From an optimization exercise on the open Yosys and OpenROAD flow, aimed at small area, a short achievable clock period and few clock cycles per item; shortcuts taken in it are not production practice.
At most, simulation tests tie the RTL to the original design; equivalence was not proved.
Function not checked in run 2: the RTL went through the layout flow alone.
Power and IR drop assume default switching activity.

### flow/flow/run.sh
#!/bin/bash
# The standard layout, with the port buffers that buffer_ports inserts made
# plain buffers (sky130_fd_sc_hd__buf_1) instead of the cell it picks by itself.
# Everything else is the standard flow, run through the standard.sh.
set -euo pipefail
export BUFFER_PORTS_ARGS="-buffer_cell sky130_fd_sc_hd__buf_1"
bash standard.sh > standard_flow.log 2>&1
### flow/standard.sh
#!/bin/bash
# synth_recipe.tcl (not shown) runs the flow's synth.tcl, then flattens the netlist and writes it again
# the make line also repeats each setting of config.mk as NAME=value (left out here)
make -C /OpenROAD-flow-scripts/flow DESIGN_CONFIG=/design/flow/config.mk WORK_HOME=/design/flow/orfs CLKGATE_MAP_FILE= SYNTH_SCRIPT=/design/flow/synth_recipe.tcl "${@:-finish}"
### flow/config.mk
export PLATFORM = sky130hd
export DESIGN_NAME = fat_dir_entry_name_decoder_core
export DESIGN_NICKNAME = fat_dir_entry_name_decoder_core
export VERILOG_FILES = /design/flow/design.v
export SDC_FILE = /design/flow/constraint.sdc
export NUM_CORES = 4
export LEC_CHECK = 0
export ABC_CLOCK_PERIOD_IN_PS = 3300
export CAP_MARGIN = 20
export CORE_MARGIN = 2
export CORE_UTILIZATION = 40
export CTS_CLUSTER_DIAMETER = 90
export CTS_CLUSTER_SIZE = 25
export SETUP_SLACK_MARGIN = 2.8
export SLEW_MARGIN = 20
### flow/constraint.sdc
create_clock -name core_clock -period 6.0 [get_ports {aclk}]
set_input_delay 1.2000 -clock core_clock [delete_from_list [all_inputs] [get_ports {aclk}]]
set_output_delay 1.2000 -clock core_clock [all_outputs]
set_load 0.01 [all_outputs]
### flow/design.v
package fdn_pkg;
    localparam int ENTRY_W     = 256;
    localparam int IN_TDATA_W  = 264;
    localparam int NEW_DIR_BIT = 256;
    localparam int OUT_TDATA_W = 88;
    localparam int SLOTS = 63;
    localparam int UNITS_PER_ENTRY = 13;
    localparam logic [7:0] BYTE_END     = 8'h00;
    localparam logic [7:0] BYTE_DELETED = 8'hE5;
    localparam logic [7:0] BYTE_DOT     = 8'h2E;
    localparam logic [7:0] BYTE_SPACE   = 8'h20;
    localparam logic [7:0] ATTR_LONG    = 8'h0F;
    localparam logic [UNITS_PER_ENTRY*5-1:0] UNIT_OFFSET = {
        5'd30, 5'd28, 5'd24, 5'd22, 5'd20, 5'd18, 5'd16, 5'd14, 5'd9, 5'd7, 5'd5, 5'd3, 5'd1
    };
endpackage
import fdn_pkg::*;
module fdn_short_name (
    input  logic             clk,
    input  logic             load,         
    input  logic [10:0][7:0] name_bytes,
    input  logic             step,         
    output logic [7:0]       first_char,   
    output logic             first_last,   
    output logic [7:0]       next_char,    
    output logic             next_last     
);
    logic [6:0][7:0] stem_reg;     
    logic [2:0][7:0] ext_reg;      
    logic            has_ext_reg;
    logic            in_ext_reg;   
    logic has_ext;
    assign has_ext = (name_bytes[8] != BYTE_SPACE);
    always_comb begin
        if (name_bytes[0] != BYTE_SPACE) begin
            first_char = name_bytes[0];
            first_last = (name_bytes[1] != BYTE_SPACE) ? (name_bytes[1] == 8'h00) : !has_ext;
        end else begin
            first_char = has_ext ? BYTE_DOT : 8'h00;
            first_last = !has_ext || (name_bytes[8] == 8'h00);
        end
    end
    always_comb begin
        if (!in_ext_reg) begin
            if (stem_reg[0] != BYTE_SPACE) begin
                next_char = stem_reg[0];
                next_last = (stem_reg[1] != BYTE_SPACE) ? (stem_reg[1] == 8'h00) : !has_ext_reg;
            end else begin
                next_char = BYTE_DOT;
                next_last = (ext_reg[0] == 8'h00);
            end
        end else begin
            next_char = ext_reg[0];
            next_last = (ext_reg[1] == BYTE_SPACE) || (ext_reg[1] == 8'h00);
        end
    end
    always_ff @(posedge clk) begin
        if (load) begin
            stem_reg    <= name_bytes[7:1];
            ext_reg     <= name_bytes[10:8];
            has_ext_reg <= has_ext;
            in_ext_reg  <= (name_bytes[0] == BYTE_SPACE);
        end else if (step) begin
            stem_reg <= {BYTE_SPACE, stem_reg[6:1]};
            if (!in_ext_reg) begin
                if (stem_reg[0] == BYTE_SPACE) begin
                    in_ext_reg <= 1'b1;
                end
            end else begin
                ext_reg <= {BYTE_SPACE, ext_reg[2:1]};
            end
        end
    end
endmodule
import fdn_pkg::*;
module fdn_name_ram (
    input  logic                clk,
    input  logic                clear,
    input  logic [4:0]          wr_grp,       
    input  logic [12:0]         wr_ok,        
    input  logic [12:0][7:0]    wr_unit,      
    input  logic [5:0]          rd_addr,
    output logic [7:0]          rd_ahead,     
    output logic [7:0]          slot0,
    output logic [7:0]          slot1
);
    logic [SLOTS-1:0][7:0] mem;
    logic [12:0][7:0]      wr_data;
    always_comb begin
        for (int u = 0; u < UNITS_PER_ENTRY; u++) begin
            wr_data[u] = clear ? 8'h00 : wr_unit[u];
        end
    end
    logic [4:0]  grp_en;
    logic [12:0] unit_en;
    assign grp_en  = wr_grp | {5{clear}};
    assign unit_en = wr_ok | {13{clear}};
    always_ff @(posedge clk) begin
        for (int p = 0; p < SLOTS; p++) begin
            if (grp_en[p / UNITS_PER_ENTRY] && unit_en[p % UNITS_PER_ENTRY]) begin
                mem[p] <= wr_data[p % UNITS_PER_ENTRY];
            end
        end
    end
    logic [63:0][7:0] mem_ahead;
    assign mem_ahead = {24'h000000, mem[SLOTS-1:2]};
    assign rd_ahead  = mem_ahead[rd_addr];
    assign slot0     = mem[0];
    assign slot1     = mem[1];
endmodule
import fdn_pkg::*;
module fat_dir_entry_name_decoder_core #(
    parameter int NAME_CAPACITY = 64
) (
    input  logic                           aclk,
    input  logic                           aresetn,
    input  logic                           s_tvalid,
    output logic                           s_tready,
    input  logic [fdn_pkg::IN_TDATA_W-1:0] s_tdata,
    output logic                            m_tvalid,
    input  logic                            m_tready,
    output logic [fdn_pkg::OUT_TDATA_W-1:0] m_tdata,
    output logic                            m_tlast
);
    logic [5:0] len_reg;
    logic [5:0] nlen_reg;
    logic [3:0] nu_reg;           
    logic [2:0] nseq_reg;         
    logic       pending_reg;
    logic       ended_reg;
    logic       pre_done_reg;     
    logic       peek_reg;         
    logic        ob_valid_reg;
    logic        long_reg;        
    logic        eod_reg;
    logic [5:0]  pos_reg;
    logic [5:0]  lima_reg;        
    logic [5:0]  limb_reg;
    logic [7:0]  char_reg;        
    logic        last_reg;        
    logic [7:0]  nxt_reg;         
    logic        isdir_reg;
    logic [31:0] size_reg;
    logic [31:0] clus_reg;
    logic [31:0][7:0] b;
    logic             new_dir;
    logic [7:0]       b0;
    logic [7:0]       attr;
    logic [4:0]       seq;
    logic             is_end, is_del, is_lfn, is_vis;
    logic             drop;
    logic             pending_eff;
    assign b       = s_tdata[ENTRY_W-1:0];
    assign new_dir = s_tdata[NEW_DIR_BIT];
    assign b0      = b[0];
    assign attr    = b[11];
    assign seq     = b0[4:0];
    assign is_end  = (b0 == BYTE_END);
    assign is_del  = (b0 == BYTE_DELETED);
    assign is_lfn  = !is_end && !is_del && (attr == ATTR_LONG);
    assign is_vis  = !is_end && !is_del && (b0 != BYTE_DOT) && !attr[3];
    assign drop        = ended_reg & ~new_dir;
    assign pending_eff = pending_reg & ~new_dir;
    logic [12:0][7:0] unit_lo;
    logic [12:0]      unit_ok;      
    logic [3:0]       n_units;      
    logic             seq_in;       
    assign seq_in = (seq != 5'd0) && (seq <= 5'd5);
    always_comb begin
        logic        run;
        logic [15:0] u16;
        run = 1'b1;
        n_units = '0;
        for (int u = 0; u < UNITS_PER_ENTRY; u++) begin
            u16 = {b[UNIT_OFFSET[u*5 +: 5] + 1], b[UNIT_OFFSET[u*5 +: 5]]};
            unit_lo[u] = u16[7:0];
            if (u16 == 16'h0000 || u16 == 16'hFFFF) run = 1'b0;
            unit_ok[u] = run;
            if (run) n_units = 4'(u + 1);
        end
    end
    logic [5:0] nbase;
    logic [5:0] nlen;
    logic       nlen_zero;
    logic [5:0] len_fold;
    logic       len_zero;
    logic       len_le1;
    always_comb begin
        case (nseq_reg)
            3'd1:    nbase = 6'd0;
            3'd2:    nbase = 6'd13;
            3'd3:    nbase = 6'd26;
            3'd4:    nbase = 6'd39;
            default: nbase = 6'd52;
        endcase
    end
    assign nlen_zero = (nseq_reg == 3'd0) || (nu_reg == 4'd0);
    assign nlen      = nlen_zero ? 6'd0 :
                       (nseq_reg == 3'd5 && nu_reg > 4'd11) ? 6'd63 : nbase + 6'(nu_reg);
    assign len_fold  = (nlen_reg > len_reg) ? nlen_reg : len_reg;
    assign len_zero  = (len_reg == 6'd0) && (nlen_reg == 6'd0) && nlen_zero;
    assign len_le1   = (len_reg <= 6'd1) && (nlen_reg <= 6'd1) &&
                       (nlen_zero || (nseq_reg == 3'd1 && nu_reg == 4'd1));
    logic       take, adv, fin, player_free;
    logic       long_busy;
    assign take        = ob_valid_reg & m_tready;
    assign adv         = take & ~last_reg;
    assign fin         = take & last_reg;
    assign player_free = ~ob_valid_reg | fin;
    assign long_busy   = ob_valid_reg & long_reg & ~last_reg;
    logic lfn_safe;
    logic harmless;
    always_comb begin
        lfn_safe = 1'b1;
        if (long_busy) begin
            case (seq)
                5'd1: lfn_safe = (pos_reg >= 6'd13);
                5'd2: lfn_safe = (pos_reg >= 6'd26) || (lima_reg <= 6'd13 && limb_reg <= 6'd13);
                5'd3: lfn_safe = (pos_reg >= 6'd39) || (lima_reg <= 6'd26 && limb_reg <= 6'd26);
                5'd4: lfn_safe = (pos_reg >= 6'd52) || (lima_reg <= 6'd39 && limb_reg <= 6'd39);
                5'd5: lfn_safe = (lima_reg <= 6'd52 && limb_reg <= 6'd52);
                default: lfn_safe = 1'b1;
            endcase
        end
        harmless = !new_dir && (drop || (!is_end && !is_vis && (!is_lfn || lfn_safe)));
    end
    assign s_tready = (player_free & (~new_dir | pre_done_reg)) | peek_reg;
    logic s_fire;
    logic act;        
    logic load;       
    logic clear;
    assign s_fire = s_tvalid & s_tready;
    assign act    = s_fire & ~drop;
    assign load   = act & (is_end | is_vis);
    assign clear  = ~aresetn | (s_tvalid & new_dir & ~pre_done_reg & ~long_busy);
    logic [4:0]       wr_grp;       
    logic [7:0]       rd_ahead;
    logic [7:0]       slot0;
    logic [7:0]       slot1;
    always_comb begin
        for (int g = 0; g < 5; g++) begin
            wr_grp[g] = act && is_lfn && (seq == 5'(g + 1));
        end
    end
    fdn_name_ram u_name_ram (
        .clk      (aclk),
        .clear    (clear),
        .wr_grp   (wr_grp),
        .wr_ok    (unit_ok),
        .wr_unit  (unit_lo),
        .rd_addr  (pos_reg),
        .rd_ahead (rd_ahead),
        .slot0    (slot0),
        .slot1    (slot1)
    );
    logic [7:0] sn_first;
    logic       sn_first_last;
    logic [7:0] sn_next;
    logic       sn_next_last;
    fdn_short_name u_short_name (
        .clk        (aclk),
        .load       (load),
        .name_bytes (b[10:0]),
        .step       (adv & ~long_reg),
        .first_char (sn_first),
        .first_last (sn_first_last),
        .next_char  (sn_next),
        .next_last  (sn_next_last)
    );
    always_ff @(posedge aclk) begin
        if (!aresetn) begin
            len_reg      <= '0;
            nlen_reg     <= '0;
            nu_reg       <= '0;
            nseq_reg     <= '0;
            pending_reg  <= 1'b0;
            ended_reg    <= 1'b0;
            ob_valid_reg <= 1'b0;
            pre_done_reg <= 1'b0;
            peek_reg     <= 1'b0;
        end else begin
            if (act) begin
                if (is_lfn) begin
                    pending_reg <= 1'b1;
                    len_reg     <= new_dir ? 6'd0 : len_fold;
                    nlen_reg    <= new_dir ? 6'd0 : nlen;
                    nu_reg      <= n_units;
                    nseq_reg    <= seq_in ? seq[2:0] : 3'd0;
                    ended_reg   <= 1'b0;
                end else begin
                    pending_reg <= 1'b0;
                    len_reg     <= '0;
                    nlen_reg    <= '0;
                    nu_reg      <= '0;
                    nseq_reg    <= '0;
                    ended_reg   <= is_end;
                end
            end else begin
                len_reg  <= len_fold;
                nlen_reg <= nlen;
            end
            ob_valid_reg <= load | (ob_valid_reg & ~fin);
            pre_done_reg <= (pre_done_reg | (s_tvalid & new_dir & ~long_busy)) & ~s_fire;
            peek_reg     <= s_tvalid & ~s_fire & harmless;
        end
    end
    always_ff @(posedge aclk) begin
        if (load) begin
            pos_reg   <= '0;
            long_reg  <= ~is_end & pending_eff;
            eod_reg   <= is_end;
            lima_reg  <= len_fold;
            limb_reg  <= nlen;
            nxt_reg   <= slot1;
            isdir_reg <= ~is_end & attr[4];
            size_reg  <= is_end ? 32'd0 : {b[31], b[30], b[29], b[28]};
            clus_reg  <= is_end ? 32'd0 : {b[21], b[20], b[27], b[26]};
            if (is_end) begin
                char_reg <= 8'h00;
                last_reg <= 1'b1;
            end else if (pending_eff) begin
                char_reg <= len_zero ? 8'h00 : slot0;
                last_reg <= len_le1 || (slot0 == 8'h00) || (slot1 == 8'h00);
            end else begin
                char_reg <= sn_first;
                last_reg <= sn_first_last;
            end
        end else if (adv) begin
            pos_reg <= pos_reg + 6'd1;
            if (long_reg) begin
                char_reg <= nxt_reg;
                nxt_reg  <= rd_ahead;
                last_reg <= ((7'(pos_reg) + 7'd2 >= 7'(lima_reg)) &&
                             (7'(pos_reg) + 7'd2 >= 7'(limb_reg))) || (rd_ahead == 8'h00);
            end else begin
                char_reg <= sn_next;
                last_reg <= sn_next_last;
            end
        end
    end
    assign m_tvalid = ob_valid_reg;
    assign m_tlast  = last_reg;
    assign m_tdata  = {7'd0, eod_reg, clus_reg, size_reg, isdir_reg, long_reg, pos_reg, char_reg};
endmodule
==> impl_metrics.json, run 1 <==
{
  "dp.cells": 3349,
  "fmax_mhz": 296,
  "initial_core_util_pct": 40.5,
  "period_share_pct": 56.2,
  "drt_iter0_drc": 2670,
  "cp-end-kind": "flop",
  "syn-cell-area_mm2": 0.0309,
  "power_density_mw_per_mm2": 285,
  "crit_required_ns": 6.42,
  "wl_um": 103000,
  "die_h_um": 282,
  "status": "no timing/DRC/antenna violations",
  "synthDominantCellAreaShare_pct": 66.3,
  "fin_tns_setup_ns": 0,
  "power_leakage_nw": 12.5,
  "drt-pass1-iter-count": 8,
  "rows": 101,
  "drcViolationCount": 0,
  "die_x_um": 282,
  "placed_cell_area_mm2": 0.0335,
  "synth_ff_type": "edfxtp_1",
  "finalInstanceArea_mm2": 0.0363,
  "final_nets": 2745,
  "rsz0062_at_grt": "yes",
  "path_clk_slew_ns": 0.10,
  "grt_use_total_pct": 25.3,
  "area_growth_pct": 17.6,
  "synth.area.top_cells": "edfxtp_1, mux4_2, and2_1",
  "synth_area_leader_cell": "edfxtp_1",
  "grt_max_degree": 123,
  "slew-limit-headroom_pct": 22.4,
  "setup_viol": 0,
  "final.min_clock_period_ns": 3.37,
  "ir_worst_vdd_v": 0.000183,
  "htreeDepth": 2,
  "routedWlPerCell_um": 29.4,
  "synth.ff_latch_count": 712,
  "yosysUniqueCellTypes": 67,
  "worst_pin_slew_ns": 1.16,
  "cts_inserted_buffers": 37,
  "diodes": 0,
  "clock_latency_ns": 0.60,
  "layout_common_cells": "edfxtp_1, buf_1, nand2_1, and2_1, mux4_2",
  "grt_pass1_vias": 19700,
  "syn_inst": 2071,
  "hold_violations": 0,
  "drive_gt1_share_pct": 18.5,
  "layout.cells.non_filler": 3496,
  "clock_skew_ns": 0.0253,
  "clock_sinks": 712,
  "p_total_mw": 10.3,
  "reg2regPathDepth": 11,
  "worstPathArrival_ns": 3.79,
  "overflow": 0,
  "final_common_cell": "edfxtp_1",
  "vias_per_cell": 5.87,
  "core-area_mm2": 0.0762,
  "hold_path_depth": 2,
  "maxSlewViolCount": 0,
  "async_flop_share_pct": 0,
  "dieArea_mm2": 0.0795,
  "synth_area_per_cell_um2": 14.9,
  "cap_viol_max_count": 0,
  "synth_edf_count": 682,
  "crit_type": "flop to flop",
  "dpl.hpwl_um": 72700,
  "synth_seq_area_share_pct": 68.2,
  "cts.hold.buffers_added": 0,
  "place.gp.congestion": 0.947,
  "critPathMaxFanout": 16,
  "min_path_type": "flop to flop",
  "antenna_found_initial": 3,
  "portBuffers": 328,
  "cts_tree": "done",
  "setup.worst_path.start_class": "flop",
  "yosysWarnings": 3,
  "ios": 359,
  "cts_root_buffer": "clkbuf_16",
  "via_count": 20500,
  "ant_nets": 0,
  "grt_pass1_wl_um": 142000,
  "largest_reg_flops": 504,
  "clock_path_buffers": 3
}
-- per-layer routing --
metal  up-vias  GRT usage, %  share of wire (%)
met2      1087          41.1                 48
met1     10500          34.5                 39
met3       184          4.48                9.4
met4         0          8.13                3.9
met5         -             0                  0
li1       8753             -                  -
-- power by group --
part / internal, mW / total, mW / switching [mW]
Clock: 1.35 / 2.97 / 1.62
Combinational: 0.520 / 1.38 / 0.863
Sequential: 5.85 / 5.98 / 0.126
-- critical path, stage by stage (launching register included) --
cell and delay, ns:
dfxtp_4 0.37, buf_12 0.18, buf_4 0.17, buf_16 0.18, buf_4 0.14, mux4_2 0.55, a22oi_1 0.21, a21oi_1 0.13
a211o_1 0.37, nand2b_1 0.18, or4_4 0.51, a31oi_2 0.19
-- logic make-up after synthesis --
group                    count (synthesis)  synth area share [%]
adder cells (fa/ha/maj)                 29                  1.20
other                                    1                0.0121
AND/OR/NAND/NOR                        775                  13.0
multiplexers                           151                  9.87
AO/OA/AOI/OAI                          238                  4.94
XOR/XNOR                                12                 0.340
buffers and inverters                  153                  2.41
flip-flops                             712                  68.2
-- timing repair --
item                                     CTS  global route
resized for setup                         82            86
setup buffers                             25            58
endpoints found under the setup margin  1169           589
endpoints found under the hold margin      0             0
cloned                                     2             5
pin swaps                                 13            18
-- cell type report --
cell class              instances  area (um^2)
flip-flops and latches        712        21100
fillers                      6556        39900
repair buffers                446         2650
multi-input cells            1213         9920
repair inverters                1         11.3
clock inverters                13          196
inverters                      37          165
well taps                    1030         1290
clock buffers                  44          995
-- metrics by stage --
stage / util [%] / worst slack, ns / hold WS (ns)
after floorplan: - / 2.50 / 0.466
after global placement: 43.9 / 1.27 / 0.498
after detailed placement: 43.9 / 1.26 / 0.499
after CTS: 46.4 / 2.51 / 0.518
after global routing: 47.7 / 2.59 / 0.536
final: 47.7 / 2.63 / 0.513
-- final timing paths --
check | startpoint | endpoint | slack [ns]
min | peek_reg$_SDFF_PN0_ | peek_reg$_SDFF_PN0_ | 0.51
min reg2reg | peek_reg$_SDFF_PN0_ | peek_reg$_SDFF_PN0_ | 0.51
max reg2reg | pos_reg[0]$_SDFFE_PP0P_ | last_reg$_DFFE_PP_ | 2.63
max | pos_reg[0]$_SDFFE_PP0P_ | last_reg$_DFFE_PP_ | 2.63
-- cells in the mapped netlist, types with 9 or more instances --
cell and n:
edfxtp_1 682, nand2_1 202, and2_1 191, nor2_1 135, mux4_2 109, a21oi_1 76, nor4_1 74, nand4_1 59
clkbuf_1 57, a22oi_1 51, inv_1 37, o21ai_0 34, dfxtp_1 30, buf_2 28, ha_1 28, nand3_1 25
nor2b_1 24, mux2_2 21, nor3_1 17, buf_4 16, mux2i_1 12, and4_1 11, a21o_1 9, mux4_1 9
o21a_1 9, or4_1 9
Testbench counts, summed over its fixed seeds: cycles 14,449, entries 2,409.
==> run 2, diff against run 1 <==
--- a/flow/design.v
+++ b/flow/design.v
@@ -62,8 +62,9 @@
             in_ext_reg  <= (name_bytes[0] == BYTE_SPACE);
         end else if (step) begin
-            stem_reg <= {BYTE_SPACE, stem_reg[6:1]};
             if (!in_ext_reg) begin
                 if (stem_reg[0] == BYTE_SPACE) begin
                     in_ext_reg <= 1'b1;
+                end else begin
+                    stem_reg <= {BYTE_SPACE, stem_reg[6:1]};
                 end
             end else begin
@@ -77,11 +78,11 @@
     input  logic                clk,
     input  logic                clear,
-    input  logic [4:0]          wr_grp,       
-    input  logic [12:0]         wr_ok,        
+    input  logic [SLOTS-1:0]    wr_en,
     input  logic [12:0][7:0]    wr_unit,      
     input  logic [5:0]          rd_addr,
     output logic [7:0]          rd_ahead,     
     output logic [7:0]          slot0,
-    output logic [7:0]          slot1
+    output logic [7:0]          slot1,
+    output logic [7:0]          slot2
 );
     logic [SLOTS-1:0][7:0] mem;
@@ -92,11 +93,7 @@
         end
     end
-    logic [4:0]  grp_en;
-    logic [12:0] unit_en;
-    assign grp_en  = wr_grp | {5{clear}};
-    assign unit_en = wr_ok | {13{clear}};
     always_ff @(posedge clk) begin
         for (int p = 0; p < SLOTS; p++) begin
-            if (grp_en[p / UNITS_PER_ENTRY] && unit_en[p % UNITS_PER_ENTRY]) begin
+            if (wr_en[p] || clear) begin
                 mem[p] <= wr_data[p % UNITS_PER_ENTRY];
             end
@@ -104,8 +101,9 @@
     end
     logic [63:0][7:0] mem_ahead;
-    assign mem_ahead = {24'h000000, mem[SLOTS-1:2]};
+    assign mem_ahead = {32'h00000000, mem[SLOTS-1:3]};
     assign rd_ahead  = mem_ahead[rd_addr];
     assign slot0     = mem[0];
     assign slot1     = mem[1];
+    assign slot2     = mem[2];
 endmodule
 import fdn_pkg::*;
@@ -140,4 +138,5 @@
     logic        last_reg;        
     logic [7:0]  nxt_reg;         
+    logic [7:0]  nxt2_reg;        
     logic        isdir_reg;
     logic [31:0] size_reg;
@@ -176,4 +175,5 @@
             unit_lo[u] = u16[7:0];
             if (u16 == 16'h0000 || u16 == 16'hFFFF) run = 1'b0;
+            if (u >= 11 && seq == 5'd5) run = 1'b0;
             unit_ok[u] = run;
             if (run) n_units = 4'(u + 1);
@@ -196,6 +196,5 @@
     end
     assign nlen_zero = (nseq_reg == 3'd0) || (nu_reg == 4'd0);
-    assign nlen      = nlen_zero ? 6'd0 :
-                       (nseq_reg == 3'd5 && nu_reg > 4'd11) ? 6'd63 : nbase + 6'(nu_reg);
+    assign nlen      = nlen_zero ? 6'd0 : nbase + 6'(nu_reg);
     assign len_fold  = (nlen_reg > len_reg) ? nlen_reg : len_reg;
     assign len_zero  = (len_reg == 6'd0) && (nlen_reg == 6'd0) && nlen_zero;
@@ -232,13 +231,15 @@
     assign s_fire = s_tvalid & s_tready;
     assign act    = s_fire & ~drop;
-    assign load   = act & (is_end | is_vis);
+    assign load   = s_tvalid & (is_end | is_vis) & ~drop & (~new_dir | pre_done_reg) & player_free;
     assign clear  = ~aresetn | (s_tvalid & new_dir & ~pre_done_reg & ~long_busy);
-    logic [4:0]       wr_grp;       
+    logic [SLOTS-1:0] wr_en;
     logic [7:0]       rd_ahead;
     logic [7:0]       slot0;
     logic [7:0]       slot1;
+    logic [7:0]       slot2;
     always_comb begin
-        for (int g = 0; g < 5; g++) begin
-            wr_grp[g] = act && is_lfn && (seq == 5'(g + 1));
+        for (int p = 0; p < SLOTS; p++) begin
+            wr_en[p] = act && is_lfn && (seq == 5'(p / UNITS_PER_ENTRY + 1)) &&
+                       unit_ok[p % UNITS_PER_ENTRY];
         end
     end
@@ -246,11 +247,11 @@
         .clk      (aclk),
         .clear    (clear),
-        .wr_grp   (wr_grp),
-        .wr_ok    (unit_ok),
+        .wr_en    (wr_en),
         .wr_unit  (unit_lo),
         .rd_addr  (pos_reg),
         .rd_ahead (rd_ahead),
         .slot0    (slot0),
-        .slot1    (slot1)
+        .slot1    (slot1),
+        .slot2    (slot2)
     );
     logic [7:0] sn_first;
@@ -313,4 +314,5 @@
             limb_reg  <= nlen;
             nxt_reg   <= slot1;
+            nxt2_reg  <= slot2;
             isdir_reg <= ~is_end & attr[4];
             size_reg  <= is_end ? 32'd0 : {b[31], b[30], b[29], b[28]};
@@ -330,7 +332,8 @@
             if (long_reg) begin
                 char_reg <= nxt_reg;
-                nxt_reg  <= rd_ahead;
+                nxt_reg  <= nxt2_reg;
+                nxt2_reg <= rd_ahead;
                 last_reg <= ((7'(pos_reg) + 7'd2 >= 7'(lima_reg)) &&
-                             (7'(pos_reg) + 7'd2 >= 7'(limb_reg))) || (rd_ahead == 8'h00);
+                             (7'(pos_reg) + 7'd2 >= 7'(limb_reg))) || (nxt2_reg == 8'h00);
             end else begin
                 char_reg <= sn_next;
==> run 2 against run 1 <==
Net effect: still clean; final cell count down 0.54%; register-to-register slack improved by 0.27 ns; clock power hardly changed; sequential share of layout area up 0.19 points; first-iteration DRC count shrank 11%; flip-flop and latch count is 8 higher; sequential power rose by 0.8%; via count shrank 0.87%; critical path depth is 5 lower; critical path type is now input port to flop; critical endpoint is now u_name_ram.mem[415]$_DFFE_PP_.
==> impl_metrics.json, run 2 <==
{
  "maxSlewViolCount": 0,
  "fin_tns_setup_ns": 0,
  "grt_pass1_wl_um": 140000,
  "setup_viol": 0,
  "cts.hold.buffers_added": 0,
  "synth_ff_type": "edfxtp_1",
  "multi_input_area_mm2": 0.0102,
  "synth_xor_area_share_pct": 0.280,
  "pwr-share-comb_pct": 13.0,
  "yosysWarnings": 3,
  "clock_path_buffers": 3,
  "rsz0062_at_grt": "yes",
  "synth_edf_count": 690,
  "final_nets": 2713,
  "synthDominantCellAreaShare_pct": 66.2,
  "hold_path_depth": 2,
  "die_h_um": 284,
  "ios": 359,
  "max_stage_delay_ns": 0.53,
  "clock_sinks": 720,
  "cts_inserted_buffers": 38,
  "power_leakage_nw": 12.4,
  "regArea_mm2": 0.0213,
  "drcViolationCount": 0,
  "routedWlPerCell_um": 28.7,
  "grtUsageMet1_pct": 31.9,
  "worstSetupStartpoint": "s_tdata[92]",
  "antenna_found_initial": 6,
  "worst_pin_slew_ns": 1.09,
  "via_count": 20400,
  "grt_use_met2_pct": 40.0,
  "power_density_mw_per_mm2": 282,
  "core-area_mm2": 0.0775,
  "synth_area_leader_cell": "edfxtp_1",
  "synth_seq_area_share_pct": 68.1,
  "p_sw_share_pct": 25.4,
  "clock_latency_ns": 0.62,
  "overflow": 0,
  "grt_max_degree": 75,
  "period_share_pct": 53.7,
  "synthSimpleGateAreaFrac_pct": 13.1,
  "wl_um": 99900,
  "synth_top_family_by_area": "simple AND/OR/NAND/NOR gates",
  "cts_root_buffer": "clkbuf_16",
  "place.gp.congestion": 0.926,
  "syn_inst": 2061,
  "drive_gt1_share_pct": 17.9,
  "largest_reg_flops": 504,
  "path_clk_slew_ns": 0.10,
  "synth.area.top_cells": "edfxtp_1, mux4_2, and2_1",
  "clkPwrFrac_pct": 28.5,
  "seqPwrFrac_pct": 58.5,
  "min_path_type": "flop to flop",
  "initial_core_util_pct": 40.4,
  "crit_type": "input port to flop",
  "cts_tree": "done",
  "synth.ff_latch_count": 720,
  "hp-start": "pending_reg$_SDFFE_PN0P_",
  "synth_area_per_cell_um2": 15.2,
  "ir_worst_vdd_v": 0.000174,
  "layout_common_cells": "edfxtp_1, buf_1, nand2_1, and2_1, mux4_2",
  "syn-cell-area_mm2": 0.0313,
  "grt_pass1_vias": 20300,
  "final.min_clock_period_ns": 3.22,
  "cap_viol_max_count": 0,
  "drt_iter0_drc": 2382,
  "cp-end-kind": "flop",
  "dieArea_mm2": 0.0805,
  "synth_fa_ha_area_share_pct": 1.18,
  "critPathMaxFanout": 8,
  "grt_use_total_pct": 24.1,
  "reg2regPathDepth": 6,
  "setup.worst_path.start_class": "input port",
  "dpl.hpwl_um": 70600,
  "portBuffers": 328,
  "yosysMostFrequentCell": "edfxtp_1",
  "final_common_cell": "edfxtp_1",
  "cpMaxStageDelayCell": "or4_4",
  "ant_nets": 0,
  "die_x_um": 284,
  "grtUsageMet3_pct": 4.61,
  "area_growth_pct": 16.9,
  "synth-compound-area-share_pct": 3.81,
  "crit_chain": "buf_12 > or4_4 > a211o_1 > or4_4 > or3_4 > o21ai_4",
  "slew-limit-headroom_pct": 27.0,
  "rows": 102,
  "fmax_mhz": 310,
  "yosysUniqueCellTypes": 72,
  "synthMuxAreaShare_pct": 11.3,
  "yosys-top-cells-count": "edfxtp_1, nand2_1, and2_1, mux4_2, nor4_1",
  "r2r-start": "pos_reg[1]$_SDFFE_PP0P_",
  "worstPathArrival_ns": 3.49,
  "hold_violations": 0,
  "power_switching_mw": 2.63,
  "drt-pass1-iter-count": 7,
  "vias_per_cell": 5.85,
  "crit_required_ns": 6.27,
  "async_flop_share_pct": 0,
  "fillCellCount": 6780,
  "crit_top_cell": "or4_4",
  "p_int_mw": 7.70,
  "clock_skew_ns": 0.0406,
  "htreeDepth": 2,
  "status": "no timing/DRC/antenna violations",
  "final_util_pct": 47.3,
  "busiest_layer": "met2"
}
run 2: changes by cell type in the layout (fill, tap and decap cells not counted), sizes merged, moves of 7 or more:
| cell | previous run | this run |
|---|---|---|
| mux4 | 118 | 144 |
| mux2 | 21 | 6 |
| a22oi | 51 | 3 |
| nand3 | 25 | 16 |
| nand2 | 202 | 266 |
| nor2 | 135 | 70 |
| a2111oi | 2 | 9 |
| o21ai | 37 | 70 |
| mux2i | 12 | 22 |
| edfxtp | 682 | 690 |
| buf | 438 | 414 |
| a21oi | 76 | 49 |
run 2: per-layer routing:
metal	vias to the layer above	wire length (um)	share of wire, %
li1	8652	-	-
met1	10500	38600	39
met2	1044	48200	48
met3	177	9100	9.1
met4	0	4030	4.0
met5	-	0	0
run 2: final timing paths:
kind,to,slack [ns]
setup / recovery,u_name_ram.mem[415]$_DFFE_PP_,2.78
hold / removal,pending_reg$_SDFFE_PN0P_,0.47
setup reg to reg,nxt2_reg[1]$_DFFE_PP_,2.90
hold reg to reg,pending_reg$_SDFFE_PN0P_,0.47
run 2: area by class of cell:
type / instances / area share (%)
clock inverters: 11 / 0.396
diodes: 1 / 0.00683
repair buffers: 419 / 6.67
inverters: 38 / 0.489
flip-flops and latches: 720 / 58.3
clock buffers: 49 / 2.80
repair inverters: 2 / 0.0478
multi-input cells: 1197 / 27.8
well taps: 1040 / 3.55
run 2: logic make-up after synthesis:
logic type | after synthesis
AO/OA/AOI/OAI | 195
XOR/XNOR | 10
adder cells (fa/ha/maj) | 29
buffers and inverters | 153
flip-flops | 720
multiplexers | 172
other | 1
AND/OR/NAND/NOR | 781
run 2: through the flow:
stage	power, mW	cells	hold WS, ns	setup slack, ns	cell area [um^2]
floorplan	6.77	2067	0.431	2.30	31600
global route	10.6	3476	0.498	2.73	36600
global placement	7.29	3350	0.450	1.19	33800
finish	10.3	3477	0.470	2.78	36600
detailed placement	7.32	3350	0.456	1.13	33800
CTS	10.3	3462	0.472	2.70	36300
run 2: power by group through the flow:
| stage | clock network, mW | logic, mW | registers, mW |
|---|---|---|---|
| global placement | 0 | 1.13 | 6.15 |
| floorplan | 0 | 0.687 | 6.08 |
| detailed placement | 0 | 1.15 | 6.17 |
| finish | 2.94 | 1.35 | 6.03 |
| CTS | 2.99 | 1.31 | 6.03 |
| global route | 3.15 | 1.41 | 6.06 |
run 2: timing repair:
item                                   in CTS  in global routing
endpoints found under the hold margin       0                  0
pin swaps                                  37                 18
gates cloned                                7                  3
setup buffers                              45                 11
setup endpoints to repair                 801                602
gates resized for setup                   129                 38
run 2: critical path, delay by kind of cell:
family / cells / cell delay [ns]
AOI/OAI and AO/OA: 2 / 0.64
buffers and inverters: 1 / 0.12
and+or+nand+nor: 3 / 1.52
==> run 3, diff against run 2 <==
--- a/flow/design.v
+++ b/flow/design.v
@@ -231,5 +231,5 @@
     assign s_fire = s_tvalid & s_tready;
     assign act    = s_fire & ~drop;
-    assign load   = s_tvalid & (is_end | is_vis) & ~drop & (~new_dir | pre_done_reg) & player_free;
+    assign load   = act & (is_end | is_vis);
     assign clear  = ~aresetn | (s_tvalid & new_dir & ~pre_done_reg & ~long_busy);
     logic [SLOTS-1:0] wr_en;
==> run 3 against run 2 <==
Net effect: still clean; die area barely moved; global-route usage is essentially flat; sequential power barely moved; area after synthesis hardly changed; synthesized cell count down 0.97%; hold slack improved by 0.052 ns; clock skew is 0.024 ns lower; maximum frequency fell by 0.41%; wire length decreased by 1.7%; count of clock-buffer cells in the layout is 8 lower; flip-flop and latch count stayed put.
==> impl_metrics.json, run 3 <==
{
  "htreeDepth": 2,
  "die_x_um": 284,
  "final_util_pct": 46.4,
  "seqPwrFrac_pct": 59.9,
  "antenna_found_initial": 8,
  "cts_inserted_buffers": 36,
  "p_sw_share_pct": 25.0,
  "synth_area_leader_cell": "edfxtp_1",
  "largest_reg_flops": 504,
  "status": "no timing/DRC/antenna violations",
  "min_path_type": "flop to flop",
  "cap_viol_max_count": 0,
  "core-area_mm2": 0.0775,
  "final_common_cell": "edfxtp_1",
  "cp-end-kind": "flop",
  "cts_root_buffer": "clkbuf_16",
  "drt-pass1-iter-count": 5,
  "path_clk_slew_ns": 0.10,
  "drive_gt1_share_pct": 17.7,
  "rows": 102,
  "power_density_mw_per_mm2": 281,
  "crit_chain": "buf_1 > or4_1 > nor3_2 > a31oi_2 > nand4_4 > or4b_4 > nand2b_4 > o21ai_4 > buf_12",
  "place.gp.congestion": 0.916,
  "synthDominantCellAreaShare_pct": 66.2,
  "ios": 359,
  "via_count": 20100,
  "layout_common_cells": "edfxtp_1, buf_1, nand2_1, and2_1, mux4_2",
  "synth.area.top_cells": "edfxtp_1, mux4_2, and2_1",
  "vias_per_cell": 5.87,
  "clock_path_buffers": 3,
  "routedWlPerCell_um": 28.6,
  "cts.hold.buffers_added": 0,
  "drt_iter0_drc": 2725,
  "dieArea_mm2": 0.0805,
  "hold_violations": 0,
  "area_growth_pct": 14.8,
  "synth_edf_count": 690,
  "synth_ff_type": "edfxtp_1",
  "max_stage_delay_ns": 0.64,
  "path_delay_family": "simple AND/OR/NAND/NOR gates",
  "synth.ff_latch_count": 720,
  "critPathMaxFanout": 7,
  "clock_sinks": 720,
  "final_nets": 2672,
  "rsz0062_at_grt": "yes",
  "clock_latency_ns": 0.59,
  "reg2regPathDepth": 5,
  "fillCellCount": 6752,
  "drcViolationCount": 0,
  "slew-limit-headroom_pct": 22.6,
  "power_leakage_nw": 12.2,
  "dp_worst_setup_slack_ns": 1.28,
  "power_switching_mw": 2.52,
  "setup.worst_path.start_class": "input port",
  "synth_seq_area_share_pct": 68.1,
  "hold_path_depth": 1,
  "fmax_mhz": 309,
  "die_h_um": 284,
  "portBuffers": 328,
  "p_int_mw": 7.57,
  "crit_required_ns": 6.31,
  "synth_area_per_cell_um2": 15.3,
  "ant_nets": 0,
  "clkPwrFrac_pct": 27.1,
  "async_flop_share_pct": 0,
  "ir_worst_vdd_v": 0.000170,
  "grt_pass1_wl_um": 140000,
  "worstPathArrival_ns": 3.55,
  "cp.depth": 9,
  "final.min_clock_period_ns": 3.24,
  "yosysUniqueCellTypes": 69,
  "yosysMostFrequentCell": "edfxtp_1",
  "pwr-share-comb_pct": 13.0,
  "setup_viol": 0,
  "period_share_pct": 53.9,
  "wl_um": 98200,
  "maxSlewViolCount": 0,
  "dpl.hpwl_um": 70500,
  "clock_skew_ns": 0.0167,
  "worst_pin_slew_ns": 1.16,
  "cpMaxStageDelayCell": "or4b_4",
  "setup_ws_ns": 2.76,
  "crit_type": "input port to flop",
  "finalInstanceArea_mm2": 0.0360,
  "grt_pass1_vias": 20100,
  "placed_cell_area_mm2": 0.0339,
  "syn_inst": 2041,
  "fin_tns_setup_ns": 0,
  "grt_max_degree": 75,
  "cts_tree": "done",
  "initial_core_util_pct": 40.4,
  "syn-cell-area_mm2": 0.0313,
  "yosys-top-cells-count": "edfxtp_1, nand2_1, and2_1, mux4_2",
  "yosysWarnings": 3,
  "cp_num_buf_inv": 2,
  "hold-worst-slack_ns": 0.522,
  "overflow": 0,
  "grt_use_total_pct": 24.1
}
## run 3: cell count changes after synthesis, moves of 7 or more
| cell | delta |
|---|---|
| o21ai_1 | +9 |
| mux2i_1 | -8 |
| or4_1 | +8 |
| mux2_2 | +8 |
| nand3_1 | +7 |
| nor4_1 | -8 |
| a21oi_1 | -7 |
| a211oi_1 | -10 |
| buf_2 | -8 |
| nor2b_1 | +7 |
| o21ai_0 | -15 |
| o22ai_1 | +8 |
| clkbuf_1 | +7 |
## run 3: kinds of logic after synthesis
kind of cell / after synthesis / share of synthesized area [%]
AND/OR/NAND/NOR: 779 / 13.2
flip-flops: 720 / 68.1
AO/OA/AOI/OAI: 183 / 3.74
multiplexers: 172 / 11.3
buffers and inverters: 147 / 2.20
adder cells (fa/ha/maj): 29 / 1.18
XOR/XNOR: 10 / 0.280
other: 1 / 0.0120
## run 3: power groups by stage
stage                     clock, mW  combinational (mW)  sequential [mW]
after floorplan                   0               0.713             6.10
after global placement            0                1.16             6.17
after detailed placement          0                1.17             6.18
after CTS                      2.77                1.29             6.04
after global routing           2.91                1.38             6.07
final                          2.74                1.31             6.04
## run 3: final cells by class
cell class,instances,area [um^2],share of cell area (%)
Antenna cell,2,5.00,0.0139
Clock buffer,41,941,2.62
Clock inverter,7,68.8,0.191
Inverter,33,145,0.404
Multi-Input combinational cell,1184,10100,28.2
Sequential cell,720,21300,59.3
Tap cell,1040,1300,3.62
Timing Repair Buffer,400,2040,5.69
## run 3: per-layer routing
| layer | up-vias | part of all wire [%] | global-route usage (%) |
|---|---|---|---|
| met5 | - | 0.041 | 0 |
| met4 | 6 | 3.0 | 7.59 |
| li1 | 8558 | - | - |
| met2 | 1171 | 48 | 38.6 |
| met3 | 150 | 9.9 | 5.09 |
| met1 | 10200 | 40 | 32.9 |
## run 3: worst paths after layout
| kind | startpoint | to | slack [ns] |
|---|---|---|---|
| setup / recovery | s_tdata[63] | u_name_ram.mem[202]$_DFFE_PP_ | 2.76 |
| hold / removal | pending_reg$_SDFFE_PN0P_ | pending_reg$_SDFFE_PN0P_ | 0.52 |
| setup reg to reg | last_reg$_DFFE_PP_ | u_name_ram.mem[31]$_DFFE_PP_ | 2.89 |
| hold reg to reg | pending_reg$_SDFFE_PN0P_ | pending_reg$_SDFFE_PN0P_ | 0.52 |
## run 3: stage by stage
step | cells | power (mW)
after floorplan | 2047 | 6.81
after global routing | 3427 | 10.4
after detailed placement | 3325 | 7.35
after global placement | 3325 | 7.33
final | 3427 | 10.1
after CTS | 3418 | 10.1
## run 3: timing repair
item | CTS | global route
resized for setup | 94 | 30
pin swaps | 22 | 8
cloned | 5 | 0
setup buffers | 40 | 7
setup endpoints to repair | 917 | 393
Testbench counts of run 3, summed over its fixed seeds: cycles 14,449, entries 2,409.

separate check: timing with driven ports:
How much do the figures lean on ideal ports? The routed layouts below were timed once more, with nothing changed but the port constraints.
Step 1 sets driving cells, clkbuf_16 on the clock port and buf_2 on the other inputs (assumed; they add their load-dependent delay and slew).
Step 2 moves the port delays by t, midway between the first and last clock arrival at a register: inputs arrive t later, outputs are due t later. That takes back most of the time a late clock gives input paths.
Three values: ideal, step 1, step 2; two values: the first two.
| run | shift t [ns] | setup slack, ns | hold WS [ns] | worst setup path after step 2 | worst register clock-pin slew, ns |
|---|---|---|---|---|---|
| run 1 | 0.651 | 2.626 / 2.626 / 2.112 | 0.513 / 0.513 / 0.513 | input to register | 0.10 / 0.10 |
| run 2 | 0.651 | 2.776 / 2.788 / 2.137 | 0.470 / 0.470 / 0.470 | input to register | 0.11 / 0.11 |
| run 3 | 0.649 | 2.763 / 2.789 / 2.140 | 0.522 / 0.522 / 0.522 | input to register | 0.10 / 0.10 |
After both steps every run listed still meets setup and hold. For run 2, which loses most, drivers alone change the setup slack by +0.012 ns; drivers and shift together by -0.639 ns.
